This design comes from an exercise in tuning for small area and a short achievable clock period on the open sky130 flow, not from production work. RTL that was checked went through simulation tests only; none was proved equivalent to the original. No functional check of the RTL was part of runs 3 and 4. Power is estimated from default activity; no workload was simulated.

File: flow/run.sh
#!/bin/bash
# synth_recipe.tcl (not shown) runs the flow's synth.tcl, then flattens the netlist and writes it again
# the make line also repeats each setting of config.mk as NAME=value (left out here)
make -C /OpenROAD-flow-scripts/flow DESIGN_CONFIG=/design/flow/config.mk WORK_HOME=/design/flow/orfs CLKGATE_MAP_FILE= SYNTH_SCRIPT=/design/flow/synth_recipe.tcl finish
File: flow/config.mk
export PLATFORM = sky130hd
export DESIGN_NAME = coreriscv_axi4_acquire_saf_queue
export DESIGN_NICKNAME = coreriscv_axi4_acquire_saf_queue
export VERILOG_FILES = /design/flow/design.v
export SDC_FILE = /design/flow/constraint.sdc
export NUM_CORES = 4
export LEC_CHECK = 0
export CAP_MARGIN = 20
export CORE_MARGIN = 2
export CORE_UTILIZATION = 60
export CTS_CLUSTER_DIAMETER = 250
export CTS_CLUSTER_SIZE = 25
export SETUP_SLACK_MARGIN = 2.8
export SLEW_MARGIN = 20
File: flow/constraint.sdc
create_clock -name core_clock -period 5.0 [get_ports {clk}]
set_input_delay 1.0000 -clock core_clock [delete_from_list [all_inputs] [get_ports {clk}]]
set_output_delay 1.0000 -clock core_clock [all_outputs]
set_load 0.01 [all_outputs]
File: flow/design.v
package coreriscv_axi4_tl_pkg;
  localparam int HDR_W = 2;
  localparam int ADDR_BLOCK_W = 26;
  localparam int XACT_ID_W = 1;
  localparam int ADDR_BEAT_W = 3;
  localparam int BUILTIN_W = 1;
  localparam int A_TYPE_W = 3;
  localparam int UNION_W = 12;
  localparam int DATA_W = 64;
  localparam logic [A_TYPE_W-1:0] ACQ_PUT_BLOCK = 3'h3;
  localparam int BEATS_PER_BLOCK = 8;
  localparam int BEAT_W = 2 * HDR_W + ADDR_BLOCK_W + XACT_ID_W + ADDR_BEAT_W
                        + BUILTIN_W + A_TYPE_W + UNION_W + DATA_W;
endpackage
module coreriscv_axi4_acquire_fifo_ram #(
  parameter int DEPTH = 15,
  parameter int W = coreriscv_axi4_tl_pkg::BEAT_W
) (
  input  logic clk,
  input  logic [DEPTH-1:0] we_i,
  input  logic [W-1:0] wdata_i,
  input  logic [DEPTH-1:0] rsel_i,
  output logic [W-1:0] rdata_o
);
  logic [W-1:0] mem [DEPTH];
  for (genvar i = 0; i < DEPTH; i++) begin : g_row
    always_ff @(posedge clk) if (we_i[i]) mem[i] <= wdata_i;
  end
  always_comb begin
    rdata_o = '0;
    for (int i = 0; i < DEPTH; i++)
      rdata_o = rdata_o | (mem[i] & {W{rsel_i[i]}});
  end
endmodule
module coreriscv_axi4_acquire_saf_queue
#(
  parameter int DEPTH = 16,
  parameter int CNT_W = $clog2(DEPTH) + 1
) (
  input  logic clk,
  input  logic reset,
  output logic io_in_ready,
  input  logic io_in_valid,
  input  logic [1:0] io_in_bits_header_src,
  input  logic [1:0] io_in_bits_header_dst,
  input  logic [25:0] io_in_bits_payload_addr_block,
  input  logic [0:0] io_in_bits_payload_client_xact_id,
  input  logic [2:0] io_in_bits_payload_addr_beat,
  input  logic [0:0] io_in_bits_payload_is_builtin_type,
  input  logic [2:0] io_in_bits_payload_a_type,
  input  logic [11:0] io_in_bits_payload_union,
  input  logic [63:0] io_in_bits_payload_data,
  input  logic io_out_ready,
  output logic io_out_valid,
  output logic [1:0] io_out_bits_header_src,
  output logic [1:0] io_out_bits_header_dst,
  output logic [25:0] io_out_bits_payload_addr_block,
  output logic [0:0] io_out_bits_payload_client_xact_id,
  output logic [2:0] io_out_bits_payload_addr_beat,
  output logic [0:0] io_out_bits_payload_is_builtin_type,
  output logic [2:0] io_out_bits_payload_a_type,
  output logic [11:0] io_out_bits_payload_union,
  output logic [63:0] io_out_bits_payload_data,
  output logic [CNT_W-1:0] io_count,
  output logic [CNT_W-1:0] io_msgs
);
  localparam int RING = DEPTH - 1;
  localparam int W = coreriscv_axi4_tl_pkg::BEAT_W;
  localparam logic [2:0] LAST_BEAT = 3'(coreriscv_axi4_tl_pkg::BEATS_PER_BLOCK - 1);
  if (DEPTH < 8 || (DEPTH & (DEPTH - 1)) != 0) begin : g_bad_depth
    $error("DEPTH must be a power of 2 and at least 8");
  end
  logic [RING-1:0] wr_oh_q, wr_oh_d, rd_oh_q, rd_oh_d, ring_we, ring_rsel;
  logic [CNT_W-1:0] count_q, count_d, msgs_q, msgs_d;
  logic [2:0] in_beat_q, in_beat_d, out_beat_q, out_beat_d;
  logic in_ready_q, in_ready_d, out_valid_q, out_valid_d;
  logic empty_q, empty_d, one_q, one_d;
  logic enq, deq, in_multi, out_multi, in_last, out_last, msg_in, msg_out;
  logic wr_adv, rd_adv, head_en, cnt_nz, msg_nz;
  logic [W-1:0] in_w, head_q, head_d, ring_w, take_w;
  assign in_w = {
    io_in_bits_header_src,
    io_in_bits_header_dst,
    io_in_bits_payload_addr_block,
    io_in_bits_payload_client_xact_id,
    io_in_bits_payload_addr_beat,
    io_in_bits_payload_is_builtin_type,
    io_in_bits_payload_a_type,
    io_in_bits_payload_union,
    io_in_bits_payload_data
  };
  always_comb begin
    enq = io_in_valid && in_ready_q;
    deq = io_out_ready && out_valid_q;
    in_multi = in_w[79] && in_w[78:76] == coreriscv_axi4_tl_pkg::ACQ_PUT_BLOCK;
    out_multi = head_q[79] && head_q[78:76] == coreriscv_axi4_tl_pkg::ACQ_PUT_BLOCK;
    in_last = !in_multi || in_beat_q == LAST_BEAT;
    out_last = !out_multi || out_beat_q == LAST_BEAT;
    msg_in = enq && in_last;
    msg_out = deq && out_last;
    ring_we = wr_oh_q & {RING{in_ready_q}};
    ring_rsel = rd_oh_q & {RING{!one_q && !empty_q}};
    wr_adv = enq && !empty_q && !(deq && one_q);
    rd_adv = deq && !one_q;
    wr_oh_d = wr_adv ? {wr_oh_q[RING-2:0], wr_oh_q[RING-1]} : wr_oh_q;
    rd_oh_d = rd_adv ? {rd_oh_q[RING-2:0], rd_oh_q[RING-1]} : rd_oh_q;
    take_w = ring_w | (in_w & {W{one_q || empty_q}});
    head_en = deq || empty_q;
    head_d = io_out_ready ? take_w : in_w;
    in_beat_d = enq && in_multi ? (in_last ? 3'd0 : in_beat_q + 3'd1) : in_beat_q;
    out_beat_d = deq && out_multi ? (out_last ? 3'd0 : out_beat_q + 3'd1) : out_beat_q;
    case ({enq, deq})
      2'b10: begin
        count_d = count_q + CNT_W'(1);
        in_ready_d = count_q != CNT_W'(DEPTH - 1);
        cnt_nz = 1'b1;
        empty_d = 1'b0;
        one_d = empty_q;
      end
      2'b01: begin
        count_d = count_q - CNT_W'(1);
        in_ready_d = 1'b1;
        cnt_nz = !one_q;
        empty_d = one_q;
        one_d = count_q == CNT_W'(2);
      end
      default: begin
        count_d = count_q;
        in_ready_d = in_ready_q;
        cnt_nz = !empty_q;
        empty_d = empty_q;
        one_d = one_q;
      end
    endcase
    case ({msg_in, msg_out})
      2'b10: begin
        msgs_d = msgs_q + CNT_W'(1);
        msg_nz = 1'b1;
      end
      2'b01: begin
        msgs_d = msgs_q - CNT_W'(1);
        msg_nz = msgs_q != CNT_W'(1);
      end
      default: begin
        msgs_d = msgs_q;
        msg_nz = msgs_q != '0;
      end
    endcase
    out_valid_d = cnt_nz && msg_nz;
  end
  always_ff @(posedge clk or posedge reset) begin
    if (reset) begin
      wr_oh_q <= RING'(1);
      rd_oh_q <= RING'(1);
      count_q <= '0;
      msgs_q <= '0;
      in_beat_q <= '0;
      out_beat_q <= '0;
      in_ready_q <= 1'b1;
      out_valid_q <= 1'b0;
      empty_q <= 1'b1;
      one_q <= 1'b0;
    end else begin
      wr_oh_q <= wr_oh_d;
      rd_oh_q <= rd_oh_d;
      count_q <= count_d;
      msgs_q <= msgs_d;
      in_beat_q <= in_beat_d;
      out_beat_q <= out_beat_d;
      in_ready_q <= in_ready_d;
      out_valid_q <= out_valid_d;
      empty_q <= empty_d;
      one_q <= one_d;
    end
  end
  always_ff @(posedge clk) if (head_en) head_q <= head_d;
  coreriscv_axi4_acquire_fifo_ram #(.DEPTH(RING)) u_ram (
    .clk(clk),
    .we_i(ring_we),
    .wdata_i(in_w),
    .rsel_i(ring_rsel),
    .rdata_o(ring_w)
  );
  assign io_in_ready = in_ready_q;
  assign io_out_valid = out_valid_q;
  assign io_out_bits_header_src = head_q[113:112];
  assign io_out_bits_header_dst = head_q[111:110];
  assign io_out_bits_payload_addr_block = head_q[109:84];
  assign io_out_bits_payload_client_xact_id = head_q[83];
  assign io_out_bits_payload_addr_beat = head_q[82:80];
  assign io_out_bits_payload_is_builtin_type = head_q[79];
  assign io_out_bits_payload_a_type = head_q[78:76];
  assign io_out_bits_payload_union = head_q[75:64];
  assign io_out_bits_payload_data = head_q[63:0];
  assign io_count = count_q;
  assign io_msgs = msgs_q;
endmodule
==> flow_summary.yaml, run 1 <==
detailed_routing:
  ant_nets: 0
  firstDrtPassIters: 7
  drtIter0Drc: 6618
  avgRoutedWirePerCell_um: 37.00
  vias_per_cell: 7.130
  num_vias: 38720
  drc_errors: 0
  totalWireLength_um: 200900
critical_path:
  worst-path-buf-inv: 1
  critical_path.cell_chain: "buf_6"
  crit_family: "flip-flops"
  crit_slowest_cell: "dfstp_4"
  path_class: "flop to output port"
  cp_max_fo: 2
  arrival_ps: 1480
  cp.required_ps: 4000
  end_kind: "output port"
  critPathMaxStageDelay_ps: 660
  startpoint_type: "flop"
floorplanning:
  initial_core_util_pct: 60.68
  die_y_um: 339.2
  dieArea_um2: 115100
  dieWidth_um: 339.2
  coreArea_um2: 111100
  rows: 122
  io_pins: 244
sta:
  min_period_ps: 2477
  fin_skew_ps: 23.60
  worst_pin_slew_ps: 980.9
  max_slew_margin_pct: 34.61
  max_freq_mhz: 403.8
  finalSetupTns_ps: 0
  slew_violations: 0
  fin_crit_sh_pct: 49.53
  grt_setup_unrepaired: "true"
  hold_viol: 0
  setup_viol: 0
logic_synthesis:
  ys.flop_type: "edfxtp_1"
  synth_cell_types: 51
  syn_area_um2: 67430
  synth-seq-area-share_pct: 83.09
  synth_nets: 3761
  synth.avg_cell_area_um2: 18.59
  yosys_warnings: 3
  synth_edf_count: 1824
  ys_seq_elements: 1874
  synth_cells: 3627
  ys_async_sr_fraction_pct: 2.668
grt:
  globalRouteOverflowTotal: 0
  grt_max_degree: 125
  grt_pass1_wl_um: 278400
  antenna_found_initial: 12
  grt_pass1_vias: 37560
  grt.total_usage_pct: 34.38
pwr:
  max-vdd-ir-drop_v: 0.0003186
  power.leakage_nw: 23.48
  power_density_nw_per_um2: 370.4
layout:
  area_growth_pct: 11.44
  finalNetCount: 4045
  fin_util_pct: 67.62
  layout-drive-gt1-share_pct: 12.24
  final_cell_mix: "1824 x edfxtp_1, 684 x a22oi_1, 229 x nor2_1"
  final_common_cell: "edfxtp_1"
place:
  portBuffers: 243
  routabilityCongestion: 0.7768
  dpl.hpwl_um: 85720
clock_network:
  cts-root-buf: "clkbuf_16"
  clock_latency_ps: 700
  cts_max_path_buffers: 3
  cts_inserted_buffers: 84
  cts.sinks: 1874
  clk_pin_slew_ps: 100
  h-tree-depth: 3
  cts_hold_buf: 0
  cts_tree: "yes"
hold_path:
  hold_class: "flop to flop"
job:
  maxCapViolCount: 0
status:
  status: "complete, no violations"
## synth_stat cells (2+ instances only)
library cell  count  area [µm²]
inv_1            12       45.04
nor2_1          236       885.9
inv_2             3       11.26
dfrtp_1          46        1151
a211oi_1          2       15.01
nor3_1            3       15.01
and2_2            4       30.03
ha_1             15       187.7
and2_1           11       68.82
buf_1             3       11.26
buf_2           127       635.6
nand3_1         116       580.6
o31ai_1           2       15.01
o311ai_1          2       17.52
nand2b_1          2       12.51
a21oi_1         119       595.6
nand4_1         115       719.4
clkbuf_1         75       281.5
mux2_2            6       67.56
buf_4            12       90.09
xor2_1            5       43.79
o21ai_0          12       60.06
nand2_1          10       37.54
mux2_1           15       168.9
buf_6             9       101.4
o41ai_1           2       17.52
mux2_4           10       150.1
a222oi_1        114        1141
edfxtp_1       1824       54770
xnor2_1           3       26.28
nand2_4           2       22.52
nand3b_1          2       15.01
dfstp_2           4       105.1
nand4b_1          4       35.03
a22oi_1         684        5135
## flip-flops by register name, summed over array words and instances (netlist names), 3 cells and up
| register | cells |
|---|---|
| u_ram.mem | 1710 |
| head_q | 114 |
| rd_oh_q | 15 |
| wr_oh_q | 15 |
| count_q | 5 |
| msgs_q | 5 |
| in_beat_q | 3 |
| out_beat_q | 3 |
## where the power goes
group          internal (W)  switching, W  total [W]
sequential           0.0177      0.000204     0.0179
clock               0.00323       0.00449    0.00773
combinational      0.000798       0.00137    0.00217
## per-layer routing
layer | vias up | wire, µm | GRT usage [%]
met5 | - | 53 | 0
met4 | 8 | 7622 | 12.63
met3 | 391 | 23040 | 6.144
met2 | 2702 | 96170 | 55.33
met1 | 20020 | 73990 | 47.89
li1 | 15600 | - | -
## final timing paths
check                       startpoint           endpoint  slack, ps  depth (start not counted)
max                         in_ready_q        io_in_ready       2520                          1
min reg2reg                wr_oh_q[11]        wr_oh_q[11]        540                          1
max reg2reg                 in_ready_q  u_ram.mem[11][25]       2530                          3
min                        wr_oh_q[11]        wr_oh_q[11]        540                          1
min in group asynchronous        reset         count_q[0]        760                          2
max in group asynchronous        reset         rd_oh_q[2]       3610                          2
## cells by family (layout without fill, tap and decap cells)
kind of cell | Yosys count | after routing | synth area share [%]
simple gates | 512 | 533 | 3.679
other cells | 0 | 11 | 0
xor+xnor | 8 | 8 | 0.1039
fa+ha+maj | 16 | 16 | 0.3080
compound gates | 943 | 943 | 10.46
mux | 32 | 32 | 0.5882
flops | 1874 | 1874 | 83.09
buf+inv | 242 | 525 | 1.774
## layout make-up
type                            count  area (µm²)
Inverter                           15       62.56
Tap cell                         1488        1862
Antenna cell                       11       27.53
Fill cell                        7293       35980
Sequential cell                  1874       56100
Clock buffer                      106        2291
Timing Repair Buffer              404        4302
Multi-Input combinational cell   1532       10510
## stage by stage
step / area [µm²] / power [W] / worst slack, ps / std cells / hold WS, ps
after floorplan: 67500 / 0.01920 / 2275 / 3627 / 468.1
after global placement: 71550 / 0.02046 / 1738 / 5196 / 490.6
after detailed placement: 71580 / 0.02053 / 1632 / 5197 / 503.4
after CTS: 74760 / 0.02784 / 2497 / 5390 / 539.6
after global routing: 75120 / 0.02863 / 2484 / 5421 / 552.5
final: 75150 / 0.02783 / 2523 / 5430 / 543.0
## timing repair
item,in CTS,in global routing
setup buffers,63,27
pin swaps,12,6
setup endpoints to repair,1384,398
endpoints found under the hold margin,0,0
cloned,24,2
resized for setup,589,23
==> run 2, diff against run 1 <==
--- a/flow/config.mk
+++ b/flow/config.mk
@@ -8,7 +8,7 @@
 export CAP_MARGIN = 20
 export CORE_MARGIN = 2
-export CORE_UTILIZATION = 60
+export CORE_UTILIZATION = 40
 export CTS_CLUSTER_DIAMETER = 250
 export CTS_CLUSTER_SIZE = 25
-export SETUP_SLACK_MARGIN = 2.8
+export SETUP_SLACK_MARGIN = 2.5
 export SLEW_MARGIN = 20
==> run 2 against run 1 <==
  * Clock skew increased by 27 ps
  * Via count down 4.0%
  * Clock power hardly changed
  * Clock-buffer cell count fell by 10
  * Combinational power hardly changed
  * Critical endpoint unchanged
  * Sequential cell count did not move
  * Still clean
  * Fmax is 2.6% lower
  * Routed wire length down 1.6%
  * Critical path depth stayed put
==> flow_summary.yaml, run 2 <==
status:
  status: "complete, no violations"
critical_path:
  endpoint: "io_in_ready"
  end_kind: "output port"
  arrival_ps: 1540
  rrSetupSlack_ps: 2480
  crit_slowest_cell: "dfstp_4"
  r2r_end: "count_q[4]"
  path_class: "flop to output port"
  crit_cells: 1
  worstReg2RegStart: "in_ready_q"
  startpoint: "in_ready_q"
  crit_family: "flip-flops"
  critPathMaxStageDelay_ps: 660
  worst-path-buf-inv: 1
  rr_worst_depth: 8
  cp_max_fo: 2
  critical_path.cell_chain: "buf_2"
  cp.required_ps: 4000
  startpoint_type: "flop"
logic_synthesis:
  synth_top_area_share_pct: 81.22
  synth.avg_cell_area_um2: 18.59
  ys_seq_elements: 1874
  ys.flop_type: "edfxtp_1"
  synth_cell_types: 51
  yosys_warnings: 3
  synth_cells: 3627
  synth_commonest_cells: "1824 x edfxtp_1, 684 x a22oi_1, 236 x nor2_1"
  yosys.area.top_type: "edfxtp_1"
  synth_most_common_cell: "edfxtp_1"
  synth_area_leaders: "edfxtp_1 81%, a22oi_1 7.6%, dfrtp_1 1.7%"
  synth_nets: 3761
  ys_async_sr_fraction_pct: 2.668
  syn_area_um2: 67430
  synth_edf_count: 1824
  synth-seq-area-share_pct: 83.09
grt:
  grt.total_usage_pct: 22.09
  globalRouteOverflowTotal: 0
  grt_pass1_vias: 36040
  grt_max_degree: 95
  grt_pass1_wl_um: 273600
  antenna_found_initial: 17
sta:
  max_freq_mhz: 393.3
  worst_pin_slew_ps: 1077
  min_period_ps: 2542
  setup_viol: 0
  slew_violations: 0
  grt_setup_unrepaired: "true"
  holdWs_ps: 541.9
  fin_skew_ps: 50.15
  hold_viol: 0
  finalSetupTns_ps: 0
  fin_crit_sh_pct: 50.85
  fin_ws_ps: 2458
  max_slew_margin_pct: 28.19
detailed_routing:
  avgRoutedWirePerCell_um: 32.49
  vias_per_cell: 6.108
  totalWireLength_um: 197700
  num_vias: 37170
  ant_nets: 0
  firstDrtPassIters: 9
  drc_errors: 0
  drtIter0Drc: 5121
place:
  placed_cells: 5915
  place_ws_ps: 1619
  routabilityCongestion: 0.7293
  portBuffers: 243
  dpl.hpwl_um: 89460
layout:
  final_cell_count_no_fill: 6085
  area_growth_pct: 11.71
  fin_util_pct: 45.05
  top_regs: "u_ram.mem (1710), head_q (114)"
  largest_reg_flops: 1710
  layout-drive-gt1-share_pct: 8.482
  regMostFlops: "u_ram.mem"
  finalNetCount: 3999
  final_cell_mix: "1824 x edfxtp_1, 684 x a22oi_1, 234 x nor2_1"
  final_common_cell: "edfxtp_1"
pwr:
  max-vdd-ir-drop_v: 0.0002472
  power_density_nw_per_um2: 370.0
  power.leakage_nw: 23.12
clock_network:
  h-tree-depth: 3
  cts_inserted_buffers: 84
  cts-root-buf: "clkbuf_16"
  cts_tree: "yes"
  clk_pin_slew_ps: 110
  clock_latency_ps: 750
  cts.sinks: 1874
  cts_max_path_buffers: 3
  cts_hold_buf: 0
floorplanning:
  dieArea_um2: 171900
  rows: 150
  die_y_um: 414.6
  coreArea_um2: 167200
  io_pins: 244
  initial_core_util_pct: 40.33
  dieWidth_um: 414.6
hold_path:
  hold_class: "flop to flop"
job:
  maxCapViolCount: 0
## run 2: cell counts after synthesis
Identical to the previous run, type by type.
## run 2: worst min path at each step
stage / start / endpoint / slack [ps] / cells after the start
2_1_floorplan: in_beat_q[1] / in_beat_q[1] / 470 / 2
3_3_place_gp: out_beat_q[1] / out_beat_q[1] / 490 / 2
3_5_place_dp: wr_oh_q[13] / wr_oh_q[14] / 500 / 1
4_1_cts: out_beat_q[1] / out_beat_q[1] / 540 / 2
5_1_grt: in_beat_q[1] / in_beat_q[1] / 560 / 2
6_report: in_beat_q[1] / in_beat_q[1] / 540 / 2
## run 2: kinds of logic after synthesis
family	Yosys count	share of synthesized area (%)
DFF	1874	83.09
xor gates and xnor gates	8	0.1039
AOI/OAI and AO/OA	943	10.46
and+or+nand+nor	512	3.679
adders and majority gates	16	0.3080
muxes	32	0.5882
buffers and inverters	242	1.774
## run 2: layer usage
metal	track usage, %	wire [µm]	up-vias
li1	-	-	15470
met1	31.08	81540	19650
met2	36.28	94450	1819
met3	3.625	17340	213
met4	4.700	4269	18
met5	0	104	-
## run 2: layout make-up
cell class,count,area (µm²)
fill,14240,91890
sequential,1874,56090
multi-input combinational,1534,10450
timing repair buffer,356,3729
tap,2204,2758
clock buffer,96,2190
inverter,15,56.30
clock inverter,4,53.80
antenna,2,5.005
## run 2: power by group
| part | leakage, nW | internal, W | switching (W) | total [W] |
|---|---|---|---|---|
| clock | 1.10 | 0.00314 | 0.00462 | 0.00776 |
| combinational | 4.96 | 0.000791 | 0.00136 | 0.00215 |
| sequential | 17.1 | 0.0177 | 0.000228 | 0.0180 |
| total | 23.1 | 0.0217 | 0.00621 | 0.0279 |
## run 2: repair_timing
item / 4_1_cts / 5_1_grt
cloned: 23 / 1
pin swaps: 14 / 0
buffers inserted: 35 / 9
setup endpoints to repair: 1028 / 608
resized for setup: 243 / 30
## run 2: metrics by stage
stage	cell area [µm²]	total power, W
after detailed placement	72470	0.02058
after global placement	72470	0.02055
after floorplan	67480	0.01918
after CTS	75180	0.02799
after global routing	75330	0.02873
final	75330	0.02787
==> run 3, diff against run 2 <==
--- a/flow/design.v
+++ b/flow/design.v
@@ -71,12 +71,29 @@
     $error("DEPTH must be a power of 2 and at least 8");
   end
-  logic [RING-1:0] wr_oh_q, wr_oh_d, rd_oh_q, rd_oh_d, ring_we, ring_rsel;
+  logic [RING-1:0] wr_oh_q, wr_oh_d, rd_oh_q, rd_oh_d, we_q, we_d, ring_rsel;
   logic [CNT_W-1:0] count_q, count_d, msgs_q, msgs_d;
   logic [2:0] in_beat_q, in_beat_d, out_beat_q, out_beat_d;
-  logic in_ready_q, in_ready_d, out_valid_q, out_valid_d;
+  logic full_q, full_d, out_valid_q, out_valid_d;
   logic empty_q, empty_d, one_q, one_d;
   logic enq, deq, in_multi, out_multi, in_last, out_last, msg_in, msg_out;
   logic wr_adv, rd_adv, head_en, cnt_nz, msg_nz;
   logic [W-1:0] in_w, head_q, head_d, ring_w, take_w;
+  logic [CNT_W-1:0] count_inc, count_dec, msgs_inc, msgs_dec;
+  function automatic logic [CNT_W-1:0] incr(input logic [CNT_W-1:0] v);
+    logic c;
+    c = 1'b1;
+    for (int i = 0; i < CNT_W; i++) begin
+      incr[i] = v[i] ^ c;
+      c = c & v[i];
+    end
+  endfunction
+  function automatic logic [CNT_W-1:0] decr(input logic [CNT_W-1:0] v);
+    logic b;
+    b = 1'b1;
+    for (int i = 0; i < CNT_W; i++) begin
+      decr[i] = v[i] ^ b;
+      b = b & !v[i];
+    end
+  endfunction
   assign in_w = {
     io_in_bits_header_src,
@@ -91,5 +108,5 @@
   };
   always_comb begin
-    enq = io_in_valid && in_ready_q;
+    enq = io_in_valid && !full_q;
     deq = io_out_ready && out_valid_q;
     in_multi = in_w[79] && in_w[78:76] == coreriscv_axi4_tl_pkg::ACQ_PUT_BLOCK;
@@ -99,5 +116,4 @@
     msg_in = enq && in_last;
     msg_out = deq && out_last;
-    ring_we = wr_oh_q & {RING{in_ready_q}};
     ring_rsel = rd_oh_q & {RING{!one_q && !empty_q}};
     wr_adv = enq && !empty_q && !(deq && one_q);
@@ -105,4 +121,8 @@
     wr_oh_d = wr_adv ? {wr_oh_q[RING-2:0], wr_oh_q[RING-1]} : wr_oh_q;
     rd_oh_d = rd_adv ? {rd_oh_q[RING-2:0], rd_oh_q[RING-1]} : rd_oh_q;
+    count_inc = incr(count_q);
+    count_dec = decr(count_q);
+    msgs_inc = incr(msgs_q);
+    msgs_dec = decr(msgs_q);
     take_w = ring_w | (in_w & {W{one_q || empty_q}});
     head_en = deq || empty_q;
@@ -112,6 +132,6 @@
     case ({enq, deq})
       2'b10: begin
-        count_d = count_q + CNT_W'(1);
-        in_ready_d = count_q != CNT_W'(DEPTH - 1);
+        count_d = count_inc;
+        full_d = count_q == CNT_W'(DEPTH - 1);
         cnt_nz = 1'b1;
         empty_d = 1'b0;
@@ -119,6 +139,6 @@
       end
       2'b01: begin
-        count_d = count_q - CNT_W'(1);
-        in_ready_d = 1'b1;
+        count_d = count_dec;
+        full_d = 1'b0;
         cnt_nz = !one_q;
         empty_d = one_q;
@@ -127,5 +147,5 @@
       default: begin
         count_d = count_q;
-        in_ready_d = in_ready_q;
+        full_d = full_q;
         cnt_nz = !empty_q;
         empty_d = empty_q;
@@ -135,9 +155,9 @@
     case ({msg_in, msg_out})
       2'b10: begin
-        msgs_d = msgs_q + CNT_W'(1);
+        msgs_d = msgs_inc;
         msg_nz = 1'b1;
       end
       2'b01: begin
-        msgs_d = msgs_q - CNT_W'(1);
+        msgs_d = msgs_dec;
         msg_nz = msgs_q != CNT_W'(1);
       end
@@ -148,4 +168,5 @@
     endcase
     out_valid_d = cnt_nz && msg_nz;
+    we_d = wr_oh_d & {RING{!full_d}};
   end
   always_ff @(posedge clk or posedge reset) begin
@@ -157,5 +178,6 @@
       in_beat_q <= '0;
       out_beat_q <= '0;
-      in_ready_q <= 1'b1;
+      full_q <= 1'b0;
+      we_q <= RING'(1);
       out_valid_q <= 1'b0;
       empty_q <= 1'b1;
@@ -168,5 +190,6 @@
       in_beat_q <= in_beat_d;
       out_beat_q <= out_beat_d;
-      in_ready_q <= in_ready_d;
+      full_q <= full_d;
+      we_q <= we_d;
       out_valid_q <= out_valid_d;
       empty_q <= empty_d;
@@ -177,10 +200,10 @@
   coreriscv_axi4_acquire_fifo_ram #(.DEPTH(RING)) u_ram (
     .clk(clk),
-    .we_i(ring_we),
+    .we_i(we_q),
     .wdata_i(in_w),
     .rsel_i(ring_rsel),
     .rdata_o(ring_w)
   );
-  assign io_in_ready = in_ready_q;
+  assign io_in_ready = !full_q;
   assign io_out_valid = out_valid_q;
   assign io_out_bits_header_src = head_q[113:112];
--- a/flow/config.mk
+++ b/flow/config.mk
@@ -11,4 +11,4 @@
 export CTS_CLUSTER_DIAMETER = 250
 export CTS_CLUSTER_SIZE = 25
-export SETUP_SLACK_MARGIN = 2.5
+export SETUP_SLACK_MARGIN = 2.7
 export SLEW_MARGIN = 20
==> run 3 against run 2 <==
  * Still clean
  * Power grew 0.74%
  * Synthesized cell count shrank 0.19%
  * Critical path depth is the same
==> flow_summary.yaml, run 3 <==
sta:
  worst_pin_slew_ps: 1142
  fin_crit_sh_pct: 50.34
  max_slew_margin_pct: 23.89
  fin_ws_ps: 2483
  finalSetupTns_ps: 0
  min_period_ps: 2517
  slew_violations: 0
  fin_skew_ps: 39.06
  hold_viol: 0
  setup_viol: 0
  max_freq_mhz: 397.3
  grt_setup_unrepaired: "true"
logic_synthesis:
  ys_seq_elements: 1889
  synth_area_leaders: "edfxtp_1 81%, a22oi_1 7.6%, dfrtp_1 2.3%"
  synth_edf_count: 1824
  yosys.area.top_type: "edfxtp_1"
  synth_nets: 3746
  synth_commonest_cells: "1824 x edfxtp_1, 684 x a22oi_1, 235 x nor2_1"
  synth_top_area_share_pct: 81.12
  ys.flop_type: "edfxtp_1"
  ys_async_sr_fraction_pct: 3.441
  syn_area_um2: 67520
  synth-seq-area-share_pct: 83.53
  synth_most_common_cell: "edfxtp_1"
  synth_cell_types: 49
  synth_cells: 3620
  yosys_warnings: 3
  synth.avg_cell_area_um2: 18.65
critical_path:
  path_class: "flop to output port"
  critical_path.cell_chain: "buf_2"
  cp.required_ps: 4000
  end_kind: "output port"
  worst-path-buf-inv: 1
  crit_family: "flip-flops"
  arrival_ps: 1520
  crit_slowest_cell: "edfxtp_1"
  critPathMaxStageDelay_ps: 570
  cp_max_fo: 1
  startpoint_type: "flop"
layout:
  final_cell_mix: "1824 x edfxtp_1, 684 x a22oi_1, 228 x nor2_1"
  top_regs: "u_ram.mem (1710), head_q (114)"
  finalNetCount: 3950
  largest_reg_flops: 1710
  layout-drive-gt1-share_pct: 11.13
  regMostFlops: "u_ram.mem"
  fill_cells: 14270
  area_growth_pct: 11.51
  final_common_cell: "edfxtp_1"
clock_network:
  cts.sinks: 1889
  cts-root-buf: "clkbuf_16"
  cts_max_path_buffers: 3
  cts_hold_buf: 0
  clock_latency_ps: 750
  cts_inserted_buffers: 85
  cts_tree: "yes"
  h-tree-depth: 3
  clk_pin_slew_ps: 110
status:
  status: "complete, no violations"
place:
  routabilityCongestion: 0.7231
  dpl.hpwl_um: 87400
  portBuffers: 243
  place_ws_ps: 1289
grt:
  grt_max_degree: 115
  grt_pass1_vias: 35940
  globalRouteOverflowTotal: 0
  grt_pass1_wl_um: 269700
  grt.total_usage_pct: 21.80
  antenna_found_initial: 17
detailed_routing:
  firstDrtPassIters: 8
  drtIter0Drc: 5043
  avgRoutedWirePerCell_um: 32.13
  vias_per_cell: 6.068
  num_vias: 36860
  drc_errors: 0
  totalWireLength_um: 195100
  ant_nets: 0
pwr:
  max-vdd-ir-drop_v: 0.0003149
  power_w: 0.02808
  power.leakage_nw: 23.03
  power_density_nw_per_um2: 372.9
floorplanning:
  io_pins: 244
  dieWidth_um: 414.9
  coreArea_um2: 167400
  initial_core_util_pct: 40.33
  rows: 150
  die_y_um: 414.9
  dieArea_um2: 172100
hold_path:
  hold_class: "flop to flop"
job:
  maxCapViolCount: 0
## run 3: cell types whose count changed in the layout (fill, tap and decap cells not counted), moves of 22 or more
cell / delta
and2_2: -22
buf_2: +82
buf_6: +27
clkbuf_1: +23
clkdlybuf4s15_1: -32
dlygate4sd2_1: -62
## run 3: worst paths after layout
kind / start / end / slack [ps] / depth (start not counted)
min: out_beat_q[2] / out_beat_q[2] / 530 / 2
max reg2reg: rd_oh_q[2] / head_q[110] / 2760 / 5
max in group asynchronous: reset / rd_oh_q[12] / 3270 / 3
min reg2reg: out_beat_q[2] / out_beat_q[2] / 530 / 2
max: head_q[3] / io_out_bits_payload_data[3] / 2480 / 1
min in group asynchronous: reset / count_q[4] / 770 / 2
## run 3: kinds of logic (layout without fill, tap and decap cells)
| kind of cell | Yosys count | count (layout) | share of synthesized area [%] |
|---|---|---|---|
| AOI/OAI and AO/OA | 934 | 934 | 10.37 |
| xor gates and xnor gates | 12 | 12 | 0.1556 |
| adders and majority gates | 8 | 8 | 0.1482 |
| buffers and inverters | 237 | 479 | 1.440 |
| DFF | 1889 | 1889 | 83.53 |
| muxes | 32 | 32 | 0.5874 |
| other | 0 | 7 | 0 |
| and+or+nand+nor | 508 | 509 | 3.771 |
## run 3: final cells by class
type | count | area (µm²) | share of cell area (%)
multi-input cells | 1495 | 10250 | 13.62
repair buffers | 344 | 3332 | 4.425
clock inverters | 8 | 118.9 | 0.1579
clock buffers | 118 | 2251 | 2.989
flip-flops and latches | 1889 | 56530 | 75.07
well taps | 2204 | 2758 | 3.662
inverters | 9 | 40.04 | 0.05317
diodes | 7 | 17.52 | 0.02326
## run 3: routing by layer
layer	track usage (%)	share of wire (%)	up-vias
met5	0	0.035	-
met4	5.103	1.8	10
met3	3.777	9.0	195
met2	36.06	49	1863
met1	30.14	41	19410
li1	-	-	15380
## run 3: power breakdown
part / internal, W / switching, W / total [W]
logic: 0.000724 / 0.00129 / 0.00201
registers: 0.0178 / 0.000266 / 0.0181
clock network: 0.00320 / 0.00475 / 0.00795
## run 3: per-stage QoR
| step | utilization, % | instances | hold slack, ps | cell area (µm²) |
|---|---|---|---|---|
| 2_1_floorplan | - | 3620 | 468.7 | 67620 |
| 3_3_place_gp | 43.44 | 5901 | 491.9 | 72720 |
| 3_5_place_dp | 43.44 | 5901 | 501.5 | 72720 |
| 4_1_cts | 44.82 | 6055 | 533.9 | 75030 |
| 5_1_grt | 44.97 | 6072 | 554.5 | 75290 |
| 6_report | 44.98 | 6074 | 531.1 | 75300 |
## run 3: timing repair
action,in CTS,in global routing
setup buffers,27,12
hold endpoints to repair,0,0
pin swaps,1,1
endpoints found under the setup margin,323,183
cloned,1,0
gates resized for setup,547,26
==> run 4, diff against run 3 <==
--- a/flow/design.v
+++ b/flow/design.v
@@ -127,5 +127,7 @@
     take_w = ring_w | (in_w & {W{one_q || empty_q}});
     head_en = deq || empty_q;
-    head_d = io_out_ready ? take_w : in_w;
+    head_d = (take_w & {W{io_out_ready && head_en}})
+           | (in_w & {W{!io_out_ready && empty_q}})
+           | (head_q & {W{!head_en}});
     in_beat_d = enq && in_multi ? (in_last ? 3'd0 : in_beat_q + 3'd1) : in_beat_q;
     out_beat_d = deq && out_multi ? (out_last ? 3'd0 : out_beat_q + 3'd1) : out_beat_q;
@@ -197,5 +199,5 @@
     end
   end
-  always_ff @(posedge clk) if (head_en) head_q <= head_d;
+  always_ff @(posedge clk) head_q <= head_d;
   coreriscv_axi4_acquire_fifo_ram #(.DEPTH(RING)) u_ram (
     .clk(clk),
--- a/flow/config.mk
+++ b/flow/config.mk
@@ -8,7 +8,7 @@
 export CAP_MARGIN = 20
 export CORE_MARGIN = 2
-export CORE_UTILIZATION = 40
+export CORE_UTILIZATION = 60
 export CTS_CLUSTER_DIAMETER = 250
 export CTS_CLUSTER_SIZE = 25
-export SETUP_SLACK_MARGIN = 2.7
+export SETUP_SLACK_MARGIN = 2.8
 export SLEW_MARGIN = 20
==> run 4 against run 3 <==
  * Clock power up 0.5%
  * Clock skew down 12 ps
  * Cell count down 4.9%
  * Core utilization up 22 points
  * Critical path depth unchanged
  * Routed wire length up 5.3%
  * Die area down 32%
  * Non-clock buffer count up 22
  * Global-route usage up 12 points
  * Power up 11%
  * Sequential share of layout area down 2.6 points
  * Cell area up 1.9%
  * Largest power group unchanged
==> flow_summary.yaml, run 4 <==
layout:
  final_cell_count_no_fill: 5776
  largest_reg_flops: 1710
  area_growth_pct: 11.49
  finalNetCount: 4318
  final_cell_mix: "1710 x edfxtp_1, 912 x a22oi_1, 235 x nand2_1"
  final_common_cell: "edfxtp_1"
  regMostFlops: "u_ram.mem"
  top_regs: "u_ram.mem (1710), head_q (114)"
  layout-drive-gt1-share_pct: 13.30
  fill_cells: 7471
  regArea_um2: 55610
  multi_input_area_um2: 12590
grt:
  antenna_found_initial: 21
  grt_pass1_vias: 39940
  grt_max_degree: 116
  grt_pass1_wl_um: 283100
  grt.total_usage_pct: 33.99
  globalRouteOverflowTotal: 0
critical_path:
  cp_max_fo: 3
  arrival_ps: 1300
  cp.required_ps: 4000
  end_kind: "output port"
  path_class: "flop to output port"
  startpoint_type: "flop"
  critPathMaxStageDelay_ps: 470
  worst-path-buf-inv: 1
  crit_slowest_cell: "dfrtp_2"
  crit_family: "flip-flops"
  critical_path.cell_chain: "buf_6"
status:
  status: "complete, no violations"
sta:
  setup_viol: 0
  max_slew_margin_pct: 26.69
  finalSetupTns_ps: 0
  fin_crit_sh_pct: 46.10
  slew_violations: 0
  hold_viol: 0
  worst_pin_slew_ps: 1100
  fin_skew_ps: 27.19
  grt_setup_unrepaired: "true"
  min_period_ps: 2305
  holdWs_ps: 504.3
  max_freq_mhz: 433.9
floorplanning:
  dieArea_um2: 117500
  die_y_um: 342.7
  rows: 124
  initial_core_util_pct: 60.38
  io_pins: 244
  coreArea_um2: 114000
  dieWidth_um: 342.7
detailed_routing:
  totalWireLength_um: 205500
  avgRoutedWirePerCell_um: 35.57
  num_vias: 40990
  firstDrtPassIters: 6
  drtIter0Drc: 5934
  drc_errors: 0
  ant_nets: 0
  vias_per_cell: 7.096
clock_network:
  h-tree-depth: 3
  cts_tree: "yes"
  clock_latency_ps: 720
  cts_inserted_buffers: 85
  clk_pin_slew_ps: 100
  cts_max_path_buffers: 3
  cts-root-buf: "clkbuf_16"
  cts_hold_buf: 0
  cts.sinks: 1889
pwr:
  power.leakage_nw: 23.90
  seq_power_share_pct: 59.3
  p_sw_w: 0.007842
  internal_power_w: 0.02336
  power_w: 0.03120
  pwr-share-clk_pct: 25.6
  power_density_nw_per_um2: 406.5
  p_sw_share_pct: 25.13
  pwr-share-comb_pct: 15.1
  max-vdd-ir-drop_v: 0.0004012
logic_synthesis:
  synth_cells: 4004
  synth_most_common_cell: "edfxtp_1"
  yosys_warnings: 3
  syn_area_um2: 68850
  synth_commonest_cells: "1710 x edfxtp_1, 912 x a22oi_1, 236 x nand2_1"
  ys_async_sr_fraction_pct: 3.441
  synth-seq-area-share_pct: 80.27
  synth_edf_count: 1710
  synth_area_leaders: "edfxtp_1 75%, a22oi_1 9.9%, dfxtp_1 3.3%"
  synth_cell_types: 49
  ys_seq_elements: 1889
  ys.flop_type: "edfxtp_1"
  yosys.area.top_type: "edfxtp_1"
  synth_nets: 4130
  synth.avg_cell_area_um2: 17.20
  synth_top_area_share_pct: 74.58
job:
  maxCapViolCount: 0
place:
  routabilityCongestion: 0.7579
  portBuffers: 243
  placed_cells: 5552
  dpl.hpwl_um: 86670
hold_path:
  hold_class: "flop to flop"
[run 4: metal layers]
layer / share of wire [%] / up-vias / GRT usage (%) / routed length (µm)
met3: 11 / 390 / 6.843 / 23500
met2: 49 / 2551 / 55.89 / 99830
met5: 0.089 / - / 0 / 183
li1: - / 16840 / - / -
met4: 2.7 / 30 / 9.740 / 5618
met1: 37 / 21180 / 46.70 / 76340
[run 4: cell families (layout without fill, tap and decap cells)]
logic type / count (synthesis) / count (layout) / share of synthesized area, %
adders and majority gates: 8 / 8 / 0.1454
buffers and inverters: 277 / 530 / 1.659
muxes: 32 / 32 / 0.5761
other: 0 / 7 / 0
AOI/OAI and AO/OA: 1164 / 1164 / 12.68
DFF: 1889 / 1889 / 80.27
and+or+nand+nor: 622 / 622 / 4.518
xor gates and xnor gates: 12 / 12 / 0.1527
[run 4: worst paths after layout]
path | from | endpoint | slack, ps | depth (start not counted)
max | out_valid_q | io_out_valid | 2700 | 1
min | head_q[63] | head_q[63] | 500 | 2
max reg2reg | we_q[10] | u_ram.mem[10][79] | 2790 | 1
min reg2reg | head_q[63] | head_q[63] | 500 | 2
max in group asynchronous | reset | we_q[11] | 3480 | 3
min in group asynchronous | reset | rd_oh_q[6] | 900 | 3
[run 4: final cells by class]
cell class                 instances  share of cell area [%]
inverter                          12                 0.07009
multi-input combinational       1838                   16.40
tap                             1512                   2.464
clock inverter                     5                 0.07661
antenna                            7                 0.02282
clock buffer                     147                   3.157
sequential                      1889                   72.44
timing repair buffer             366                   5.371
[run 4: through the flow]
stage,setup WS (ps),utilization [%],area (µm²)
after floorplan,2627,-,68970
after global placement,1489,64.16,73170
after detailed placement,1510,64.16,73170
after CTS,2599,67.05,76460
after global routing,2668,67.31,76760
final,2695,67.32,76760
[run 4: repair_timing]
action,in CTS,in global routing
setup endpoints to repair,404,191
cloned,0,3
gates resized for setup,790,36
pin swaps,3,5
buffers inserted,49,13
[run 4: power groups by stage]
stage                     combinational, W  sequential, W  clock [W]
after CTS                          0.00447         0.0185    0.00807
after global placement             0.00414         0.0186          0
after global routing               0.00502         0.0185    0.00861
after detailed placement           0.00427         0.0187          0
final                              0.00471         0.0185    0.00799
after floorplan                    0.00185         0.0187          0
==> run 5, diff against run 4 <==
--- a/flow/design.v
+++ b/flow/design.v
@@ -71,5 +71,5 @@
     $error("DEPTH must be a power of 2 and at least 8");
   end
-  logic [RING-1:0] wr_oh_q, wr_oh_d, rd_oh_q, rd_oh_d, we_q, we_d, ring_rsel;
+  logic [RING-1:0] wr_oh, wr_oh_d, rd_oh_q, rd_oh_d, we_q, we_d, ring_rsel;
   logic [CNT_W-1:0] count_q, count_d, msgs_q, msgs_d;
   logic [2:0] in_beat_q, in_beat_d, out_beat_q, out_beat_d;
@@ -119,5 +119,6 @@
     wr_adv = enq && !empty_q && !(deq && one_q);
     rd_adv = deq && !one_q;
-    wr_oh_d = wr_adv ? {wr_oh_q[RING-2:0], wr_oh_q[RING-1]} : wr_oh_q;
+    wr_oh = full_q ? rd_oh_q : we_q;
+    wr_oh_d = wr_adv ? {wr_oh[RING-2:0], wr_oh[RING-1]} : wr_oh;
     rd_oh_d = rd_adv ? {rd_oh_q[RING-2:0], rd_oh_q[RING-1]} : rd_oh_q;
     count_inc = incr(count_q);
@@ -174,5 +175,4 @@
   always_ff @(posedge clk or posedge reset) begin
     if (reset) begin
-      wr_oh_q <= RING'(1);
       rd_oh_q <= RING'(1);
       count_q <= '0;
@@ -186,5 +186,4 @@
       one_q <= 1'b0;
     end else begin
-      wr_oh_q <= wr_oh_d;
       rd_oh_q <= rd_oh_d;
       count_q <= count_d;
--- a/flow/config.mk
+++ b/flow/config.mk
@@ -8,5 +8,5 @@
 export CAP_MARGIN = 20
 export CORE_MARGIN = 2
-export CORE_UTILIZATION = 60
+export CORE_UTILIZATION = 70
 export CTS_CLUSTER_DIAMETER = 250
 export CTS_CLUSTER_SIZE = 25
==> run 5 against run 4 <==
  * Highest routed layer unchanged
  * Sequential share of layout area rose by 0.34 points
  * Cell area fell by 1.1%
  * Critical path type unchanged
  * First-iteration DRC count rose by 15%
  * Largest cell class unchanged
  * Cell count fell by 4.1%
  * Critical path depth rose by 1
  * Synthesized cell count barely moved
  * Still clean
  * Clock power fell by 1%
  * Fmax barely moved
  * Sequential power rose by 39%
  * Global-route usage rose by 4.5 points
  * Sequential cell count fell by 15
==> flow_summary.yaml, run 5 <==
floorplanning:
  coreArea_um2: 96710
  dieArea_um2: 100300
  rows: 114
  dieWidth_um: 316.6
  initial_core_util_pct: 70.74
  die_y_um: 316.6
  io_pins: 244
logic_synthesis:
  synth-seq-area-share_pct: 80.23
  synth_cell_types: 47
  ys_seq_elements: 1874
  synth_top_area_share_pct: 75.06
  ys.flop_type: "edfxtp_1"
  synth_commonest_cells: "1710 x edfxtp_1, 912 x a22oi_1, 239 x nand2_1"
  yosys.area.top_type: "edfxtp_1"
  synth_edf_count: 1710
  synth_cells: 4002
  synth_most_common_cell: "edfxtp_1"
  synth_area_leaders: "edfxtp_1 75%, a22oi_1 10%, dfxtp_1 3.3%"
  ys_async_sr_fraction_pct: 2.668
  syn_area_um2: 68410
  yosys_warnings: 3
  synth_nets: 4128
  synth.avg_cell_area_um2: 17.10
critical_path:
  path_class: "flop to output port"
  r2r_end: "head_q[48]"
  crit_family: "flip-flops"
  endpoint: "io_in_ready"
  crit_slowest_cell: "dfrtp_2"
  worst-path-buf-inv: 2
  end_kind: "output port"
  crit_cells: 2
  worstReg2RegStart: "one_q"
  arrival_ps: 1300
  critical_path.cell_chain: "inv_8 -> buf_6"
  cp_max_fo: 2
  cp.required_ps: 4000
  rr_worst_depth: 5
  critPathMaxStageDelay_ps: 460
  startpoint: "full_q"
  startpoint_type: "flop"
  rrSetupSlack_ps: 2800
sta:
  max_freq_mhz: 434.2
  fin_skew_ps: 25.28
  setup_viol: 0
  max_slew_margin_pct: 21.40
  slew_violations: 0
  min_period_ps: 2303
  worst_pin_slew_ps: 1179
  hold_viol: 0
  fin_crit_sh_pct: 46.06
  finalSetupTns_ps: 0
  grt_setup_unrepaired: "true"
grt:
  antenna_found_initial: 18
  grt_max_degree: 118
  grt_pass1_vias: 40600
  grt.total_usage_pct: 38.52
  grt_pass1_wl_um: 274200
  globalRouteOverflowTotal: 0
clock_network:
  clk_pin_slew_ps: 100
  cts-root-buf: "clkbuf_16"
  h-tree-depth: 3
  cts_inserted_buffers: 84
  cts.sinks: 1874
  clock_latency_ps: 700
  cts_max_path_buffers: 3
  cts_tree: "yes"
layout:
  fin_util_pct: 78.47
  top_regs: "u_ram.mem (1710), head_q (114)"
  area_growth_pct: 10.92
  fill_cells: 5203
  finalNetCount: 4310
  largest_reg_flops: 1710
  final_cell_mix: "1710 x edfxtp_1, 912 x a22oi_1, 237 x nand2_1"
  layout-drive-gt1-share_pct: 12.57
  regMostFlops: "u_ram.mem"
  final_cell_count_no_fill: 5537
  final_common_cell: "edfxtp_1"
detailed_routing:
  drc_errors: 0
  firstDrtPassIters: 9
  totalWireLength_um: 194100
  ant_nets: 0
  num_vias: 41710
  vias_per_cell: 7.534
  avgRoutedWirePerCell_um: 35.06
  drtIter0Drc: 6805
place:
  portBuffers: 243
  dpl.hpwl_um: 83210
  routabilityCongestion: 0.7844
  placed_cells: 5304
status:
  status: "complete, no violations"
job:
  maxCapViolCount: 0
pwr:
  power.leakage_nw: 24.65
  power_density_nw_per_um2: 541.0
  max-vdd-ir-drop_v: 0.0005333
hold_path:
  hold_class: "flop to flop"
run 5: cell type report:
class	instances	area (µm²)	share of cell area [%]
antenna	12	30.03	0.03957
clock buffer	151	2460	3.242
inverter	10	46.29	0.06101
multi-input combinational	1854	12530	16.51
sequential	1874	55230	72.78
tap	1276	1597	2.104
timing repair buffer	359	3991	5.260
timing repair inverter	1	3.754	0.004946
run 5: kinds of logic (layout without fill, tap and decap cells):
group                    after synthesis  in the layout  share of synthesized area [%]
other                                  0             12                              0
XOR/XNOR                              11             11                         0.1408
AND/OR/NAND/NOR                      628            630                          4.415
flip-flops                          1874           1874                          80.23
adder cells (fa/ha/maj)                8              8                         0.1463
multiplexers                          33             33                         0.5871
buffers and inverters                276            521                          1.620
AO/OA/AOI/OAI                       1172           1172                          12.86
run 5: repair_timing:
item / CTS / global route
gates resized for setup: 771 / 22
hold buffers: 0 / 0
gates cloned: 5 / 0
endpoints found under the setup margin: 266 / 95
buffers inserted: 56 / 7
pin swaps: 4 / 1
run 5: per-layer routing:
layer / vias up / GRT usage (%) / routed length (µm)
li1: 16860 / - / -
met1: 20850 / 52.38 / 66150
met2: 3452 / 61.72 / 92850
met3: 531 / 8.522 / 26930
met4: 18 / 15.64 / 8096
met5: - / 0 / 115
run 5: worst min-delay path by stage:
| stage | from | endpoint | cells after the start |
|---|---|---|---|
| after floorplan | out_beat_q[1] | out_beat_q[1] | 2 |
| after global placement | in_beat_q[1] | in_beat_q[1] | 2 |
| after detailed placement | in_beat_q[2] | in_beat_q[2] | 2 |
| after CTS | head_q[42] | head_q[42] | 2 |
| after global routing | head_q[69] | head_q[69] | 2 |
| final | head_q[67] | head_q[67] | 2 |
run 5: worst register-to-register path, stage by stage, from the launching register on:
cell and delay (ps):
dfrtp_1 470, nor2_4 450, buf_16 490, nand3_1 280
nor3_1 280, o211ai_1 130
run 5: metrics by stage:
stage,setup slack (ps),hold WS (ps),cell area (µm²),total power (W)
6_report,2697,514.3,75890,0.04106
5_1_grt,2669,529.8,75870,0.04213
4_1_cts,2669,518.9,75680,0.04071
3_5_place_dp,1209,505.8,72310,0.03270
3_3_place_gp,1281,486.3,72280,0.03218
2_1_floorplan,2616,468.7,68480,0.02812
run 5: report_power, final:
part,switching (W),internal (W)
clock,0.00453,0.00337
combinational,0.00529,0.00205
sequential,0.00276,0.0231
==> run 6, diff against run 5 <==
--- a/flow/config.mk
+++ b/flow/config.mk
@@ -8,7 +8,7 @@
 export CAP_MARGIN = 20
 export CORE_MARGIN = 2
-export CORE_UTILIZATION = 70
+export CORE_UTILIZATION = 60
 export CTS_CLUSTER_DIAMETER = 250
 export CTS_CLUSTER_SIZE = 25
-export SETUP_SLACK_MARGIN = 2.8
+export SETUP_SLACK_MARGIN = 3.1
 export SLEW_MARGIN = 20
==> run 6 against run 5 <==
  * Core utilization is 9.5 points lower
  * Die area up 16%
  * Via count rose by 0.66%
  * Largest cell class unchanged
==> flow_summary.yaml, run 6 <==
logic_synthesis:
  synthMuxAreaShare_pct: 0.5871
  yosys_warnings: 3
  ys.flop_type: "edfxtp_1"
  synth_edf_count: 1710
  synth_top_area_share_pct: 75.06
  syn_area_um2: 68410
  synth-simple-area-share_pct: 4.415
  synth-seq-area-share_pct: 80.23
  synth.avg_cell_area_um2: 17.10
  synth_commonest_cells: "1710 x edfxtp_1, 912 x a22oi_1, 239 x nand2_1"
  synthAdderAreaFrac_pct: 0.1463
  synth_compound_area_share_pct: 12.86
  synth_nets: 4128
  synth_most_common_cell: "edfxtp_1"
  synth_area_leaders: "edfxtp_1 75%, a22oi_1 10%, dfxtp_1 3.3%"
  synth_cells: 4002
  ys_async_sr_fraction_pct: 2.668
  synth_cell_types: 47
  synth_top_family_by_area: "compound AO/OA/AOI/OAI gates"
  ys_seq_elements: 1874
  synthXorXnorAreaFrac_pct: 0.1408
  yosys.area.top_type: "edfxtp_1"
clock_network:
  cts.sinks: 1874
  clock_latency_ps: 710
  h-tree-depth: 3
  cts-root-buf: "clkbuf_16"
  clk_pin_slew_ps: 100
  cts_inserted_buffers: 84
  cts_tree: "yes"
  cts_max_path_buffers: 3
place:
  routabilityCongestion: 0.7422
  dpl.hpwl_um: 81690
  place_ws_ps: 1211
  placed_cells: 5535
  portBuffers: 243
detailed_routing:
  num_vias: 41990
  drtIter0Drc: 6564
  firstDrtPassIters: 6
  drc_errors: 0
  avgRoutedWirePerCell_um: 36.41
  ant_nets: 0
  totalWireLength_um: 212600
  vias_per_cell: 7.191
sta:
  hold_viol: 0
  min_period_ps: 2334
  max_freq_mhz: 428.4
  worst_pin_slew_ps: 983.1
  grt_setup_unrepaired: "true"
  fin_ws_ps: 2666
  fin_crit_sh_pct: 46.69
  finalSetupTns_ps: 0
  fin_skew_ps: 27.44
  max_slew_margin_pct: 34.46
  setup_viol: 0
  slew_violations: 0
status:
  status: "complete, no violations"
critical_path:
  path_class: "flop to output port"
  crit_slowest_cell: "dfrtp_2"
  critical_path.cell_chain: "inv_8 -> buf_6"
  rr_worst_depth: 10
  startpoint_type: "flop"
  crit_cells: 2
  critPathMaxStageDelay_ps: 470
  worst-path-buf-inv: 2
  worstReg2RegStart: "full_q"
  arrival_ps: 1330
  cp_max_fo: 2
  end_kind: "output port"
  r2r_end: "msgs_q[2]"
  rrSetupSlack_ps: 2910
  cp.required_ps: 4000
  crit_family: "flip-flops"
floorplanning:
  io_pins: 244
  initial_core_util_pct: 60.65
  dieWidth_um: 341.7
  coreArea_um2: 112800
  dieArea_um2: 116700
  die_y_um: 341.7
  rows: 123
grt:
  grt_pass1_wl_um: 289500
  antenna_found_initial: 14
  grt.total_usage_pct: 35.16
  grt_max_degree: 117
  globalRouteOverflowTotal: 0
  grt_pass1_vias: 39380
layout:
  final_cell_count_no_fill: 5839
  finalNetCount: 4397
  multi_input_area_um2: 12770
  regArea_um2: 55230
  largest_reg_flops: 1710
  final_cell_mix: "1710 x edfxtp_1, 912 x a22oi_1, 237 x nand2_1"
  fill_cells: 7391
  area_growth_pct: 13.65
  final_common_cell: "edfxtp_1"
  top_regs: "u_ram.mem (1710), head_q (114)"
  regMostFlops: "u_ram.mem"
  layout-drive-gt1-share_pct: 14.75
pwr:
  max-vdd-ir-drop_v: 0.0005707
  power_density_nw_per_um2: 540.1
  power_w: 0.04199
  power.leakage_nw: 25.32
hold_path:
  hold_start: "in_beat_q[1]"
  worstHoldEndpoint: "in_beat_q[1]"
  hold_class: "flop to flop"
  holdPathStages: 2
job:
  maxCapViolCount: 0
run 6: cell counts after synthesis:
Identical to the previous run, type by type.
run 6: through the flow:
step | util [%] | area, µm² | hold WS, ps
final | 68.92 | 77750 | 513.1
after global routing | 68.92 | 77750 | 542.8
after CTS | 68.35 | 77110 | 512.7
after detailed placement | 64.48 | 72740 | 490.4
after global placement | 64.45 | 72700 | 493.1
after floorplan | - | 68790 | 468.7
run 6: final cells by class:
type | instances | share of cell area [%]
Clock buffer | 145 | 3.080
Timing Repair inverter | 1 | 0.008046
Tap cell | 1500 | 2.414
Antenna cell | 8 | 0.02575
Sequential cell | 1874 | 71.03
Timing Repair Buffer | 442 | 6.934
Clock inverter | 1 | 0.01126
Multi-Input combinational cell | 1858 | 16.42
Inverter | 10 | 0.07242
run 6: worst max-delay path by stage:
stage               slack (ps)           to                          from
floorplan                 2750    msgs_q[4]  io_in_bits_payload_a_type[2]
global placement          1240    msgs_q[4]  io_in_bits_payload_a_type[1]
detailed placement        1210    msgs_q[4]  io_in_bits_payload_a_type[1]
CTS                       2660  io_in_ready                        full_q
global route              2640  io_in_ready                        full_q
finish                    2670  io_in_ready                        full_q
run 6: tightest hold or removal path, delay by kind of cell, from the launching register on:
family	cells	cell delay [ps]
AOI/OAI and AO/OA	1	80
DFF	1	360
and+or+nand+nor	1	50
run 6: kinds of logic after synthesis:
kind of cell | count (synthesis)
flip-flops | 1874
AO/OA/AOI/OAI | 1172
AND/OR/NAND/NOR | 628
buffers and inverters | 276
multiplexers | 33
XOR/XNOR | 11
adder cells (fa/ha/maj) | 8
run 6: timing repair:
item | in CTS | in global routing
gates cloned | 13 | 9
resized for setup | 860 | 30
setup endpoints to repair | 728 | 247
hold buffers | 0 | 0
pin swaps | 9 | 9
setup buffers | 92 | 36
run 6: power breakdown:
group	internal, W	switching, W	total [W]
sequential	0.0230	0.00216	0.0252
clock	0.00330	0.00466	0.00796
combinational	0.00252	0.00630	0.00883
total	0.0289	0.0131	0.0420
run 6: layer usage:
metal / wire length [µm] / share of wire (%) / vias up / GRT usage [%]
met5: 79 / 0.037 / - / 0
met4: 7178 / 3.4 / 12 / 12.48
met3: 23600 / 11 / 366 / 6.144
met2: 100700 / 47 / 2719 / 55.58
met1: 81070 / 38 / 21860 / 49.97
li1: - / - / 17030 / -
==> run 7, diff against run 6 <==
--- a/flow/config.mk
+++ b/flow/config.mk
@@ -11,4 +11,4 @@
 export CTS_CLUSTER_DIAMETER = 250
 export CTS_CLUSTER_SIZE = 25
-export SETUP_SLACK_MARGIN = 3.1
+export SETUP_SLACK_MARGIN = 2.7
 export SLEW_MARGIN = 20
==> run 7 against run 6 <==
  * Die area stayed put
  * Still clean
  * Synthesized cell count is the same
  * Largest power group unchanged
  * Largest cell class unchanged
  * Cell count shrank 1.5%
  * Clock skew down 1.4 ps
  * Critical path type unchanged
==> flow_summary.yaml, run 7 <==
layout:
  regMostFlops: "u_ram.mem"
  final_cell_count_no_fill: 5753
  largest_reg_flops: 1710
  fin_util_pct: 67.06
  top_regs: "u_ram.mem (1710), head_q (114)"
  final_cell_mix: "1710 x edfxtp_1, 912 x a22oi_1, 238 x nand2_1"
  regArea_um2: 55150
  multi_input_area_um2: 12490
  finalNetCount: 4306
  area_growth_pct: 10.57
  layout-drive-gt1-share_pct: 11.73
  fill_cells: 7494
  final_common_cell: "edfxtp_1"
logic_synthesis:
  synth_edf_count: 1710
  synth_nets: 4128
  synth_cells: 4002
  synth_area_leaders: "edfxtp_1 75%, a22oi_1 10%, dfxtp_1 3.3%"
  ys_seq_elements: 1874
  yosys.area.top_type: "edfxtp_1"
  synth.avg_cell_area_um2: 17.10
  synth_top_area_share_pct: 75.06
  yosys_warnings: 3
  synth_commonest_cells: "1710 x edfxtp_1, 912 x a22oi_1, 239 x nand2_1"
  ys.flop_type: "edfxtp_1"
  ys_async_sr_fraction_pct: 2.668
  synth_most_common_cell: "edfxtp_1"
  syn_area_um2: 68410
  synth_cell_types: 47
  synth-seq-area-share_pct: 80.23
floorplanning:
  io_pins: 244
  coreArea_um2: 112800
  dieWidth_um: 341.7
  initial_core_util_pct: 60.65
  die_y_um: 341.7
  rows: 123
  dieArea_um2: 116700
pwr:
  power.leakage_nw: 24.46
  max-vdd-ir-drop_v: 0.0005574
  power_density_nw_per_um2: 541.0
grt:
  grt_pass1_wl_um: 279800
  grt.total_usage_pct: 33.69
  grt_max_degree: 115
  antenna_found_initial: 23
  grt_pass1_vias: 40020
  globalRouteOverflowTotal: 0
detailed_routing:
  firstDrtPassIters: 8
  ant_nets: 0
  avgRoutedWirePerCell_um: 35.26
  totalWireLength_um: 202800
  drtIter0Drc: 6058
  num_vias: 41280
  vias_per_cell: 7.176
  drc_errors: 0
sta:
  fin_crit_sh_pct: 46.46
  slew_violations: 0
  hold_viol: 0
  fin_ws_ps: 2677
  fin_skew_ps: 26.08
  grt_setup_unrepaired: "true"
  finalSetupTns_ps: 0
  max_slew_margin_pct: 28.01
  setup_viol: 0
  min_period_ps: 2323
  max_freq_mhz: 430.5
  worst_pin_slew_ps: 1080
critical_path:
  worstReg2RegStart: "empty_q"
  end_kind: "output port"
  cp_max_fo: 2
  cp.required_ps: 4000
  r2r_end: "head_q[87]"
  path_class: "flop to output port"
  arrival_ps: 1320
  rr_worst_depth: 6
  rrSetupSlack_ps: 2730
  startpoint_type: "flop"
clock_network:
  cts-root-buf: "clkbuf_16"
  h-tree-depth: 3
  cts_max_path_buffers: 3
  cts_inserted_buffers: 84
  clock_latency_ps: 710
  clk_pin_slew_ps: 100
  cts.sinks: 1874
  cts_tree: "yes"
  cts_hold_buf: 0
place:
  place_ws_ps: 1340
  placed_cells: 5543
  portBuffers: 243
  routabilityCongestion: 0.7793
  dpl.hpwl_um: 88170
hold_path:
  hold_start: "head_q[34]"
  worstHoldEndpoint: "head_q[34]"
  holdPathStages: 2
  hold_class: "flop to flop"
job:
  maxCapViolCount: 0
status:
  status: "complete, no violations"
==> run 7: logic make-up after synthesis <==
| family | share of synthesized area (%) |
|---|---|
| fa+ha+maj | 0.1463 |
| compound gates | 12.86 |
| buf+inv | 1.620 |
| simple gates | 4.415 |
| xor+xnor | 0.1408 |
| mux | 0.5871 |
| flops | 80.23 |
==> run 7: worst max path at each step <==
stage	start	endpoint	depth (start not counted)
2_1_floorplan	reset	we_q[10]	1
3_3_place_gp	io_in_bits_payload_a_type[0]	msgs_q[4]	8
3_5_place_dp	io_in_bits_payload_a_type[0]	msgs_q[4]	8
4_1_cts	full_q	io_in_ready	2
5_1_grt	io_in_bits_payload_a_type[1]	msgs_q[4]	10
6_report	full_q	io_in_ready	2
==> run 7: area by class of cell <==
type	instances	share of cell area [%]
Inverter	10	0.05789
Sequential cell	1874	72.90
Timing Repair Buffer	356	4.758
Timing Repair inverter	1	0.004962
Multi-Input combinational cell	1853	16.51
Clock buffer	152	3.257
Tap cell	1500	2.481
Antenna cell	7	0.02316
==> run 7: per-stage QoR <==
| stage | hold WS [ps] | power, W | instance area, µm² |
|---|---|---|---|
| 3_3_place_gp | 489.5 | 0.03262 | 72600 |
| 4_1_cts | 516.7 | 0.04074 | 75360 |
| 6_report | 514.2 | 0.04093 | 75650 |
| 5_1_grt | 535.9 | 0.04221 | 75650 |
| 3_5_place_dp | 499.5 | 0.03308 | 72630 |
| 2_1_floorplan | 468.7 | 0.02814 | 68450 |
==> run 7: power breakdown <==
| group | internal [W] | leakage (nW) | switching, W |
|---|---|---|---|
| Combinational | 0.00184 | 5.36 | 0.00538 |
| Clock | 0.00337 | 1.17 | 0.00459 |
| Sequential | 0.0230 | 17.9 | 0.00273 |
==> run 7: routing by layer <==
| metal | vias to the layer above | part of all wire (%) | track usage [%] |
|---|---|---|---|
| li1 | 16830 | - | - |
| met3 | 442 | 12 | 6.133 |
| met5 | - | 0.077 | 0 |
| met1 | 21340 | 38 | 47.21 |
| met4 | 24 | 3.2 | 11.89 |
| met2 | 2655 | 47 | 53.89 |
==> run 7: what timing repair did <==
action,CTS,global route
endpoints found under the setup margin,263,133
gates cloned,3,0
buffers inserted,32,16
pin swaps,4,0
gates resized for setup,619,24
==> run 7: critical path, cell delays in order (launching register included) <==
cell and delay (ps):
dfrtp_2 440, clkinv_4 60, buf_6 110

==> static timing again, ports no longer ideal <==
How much do the figures lean on ideal ports? The routed layouts below were timed once more, with nothing changed but the port constraints. Step 1 assumes that a clkbuf_16 drives the clock port and a buf_2 every other input. Step 2, shift: input delay + t, output delay - t, t = (earliest + latest rising clock arrival at the registers) / 2. This alone moves slack from input paths to output paths. a / b / c = no drivers / after step 1 / after step 2; a / b = the first two.
run	t (ns)	slack for setup (ns)	worst hold slack (ns)	cell pins on the clock port's net
run 1	0.774	2.523 / 2.443 / 1.996	0.543 / 0.543 / 0.543	1
run 2	0.807	2.458 / 2.377 / 1.787	0.542 / 0.542 / 0.542	1
run 3	0.810	2.483 / 2.400 / 2.167	0.531 / 0.531 / 0.531	1
run 4	0.778	2.695 / 2.619 / 2.117	0.504 / 0.504 / 0.504	1
run 5	0.766	2.697 / 2.620 / 2.094	0.514 / 0.514 / 0.514	1
run 6	0.776	2.666 / 2.589 / 2.263	0.513 / 0.513 / 0.513	1
run 7	0.780	2.677 / 2.596 / 1.973	0.514 / 0.514 / 0.514	1
After both steps setup and hold are still met in every run listed. The setup slack of run 7, which loses most, moves by -0.081 ns with the drivers and by -0.704 ns with both steps.
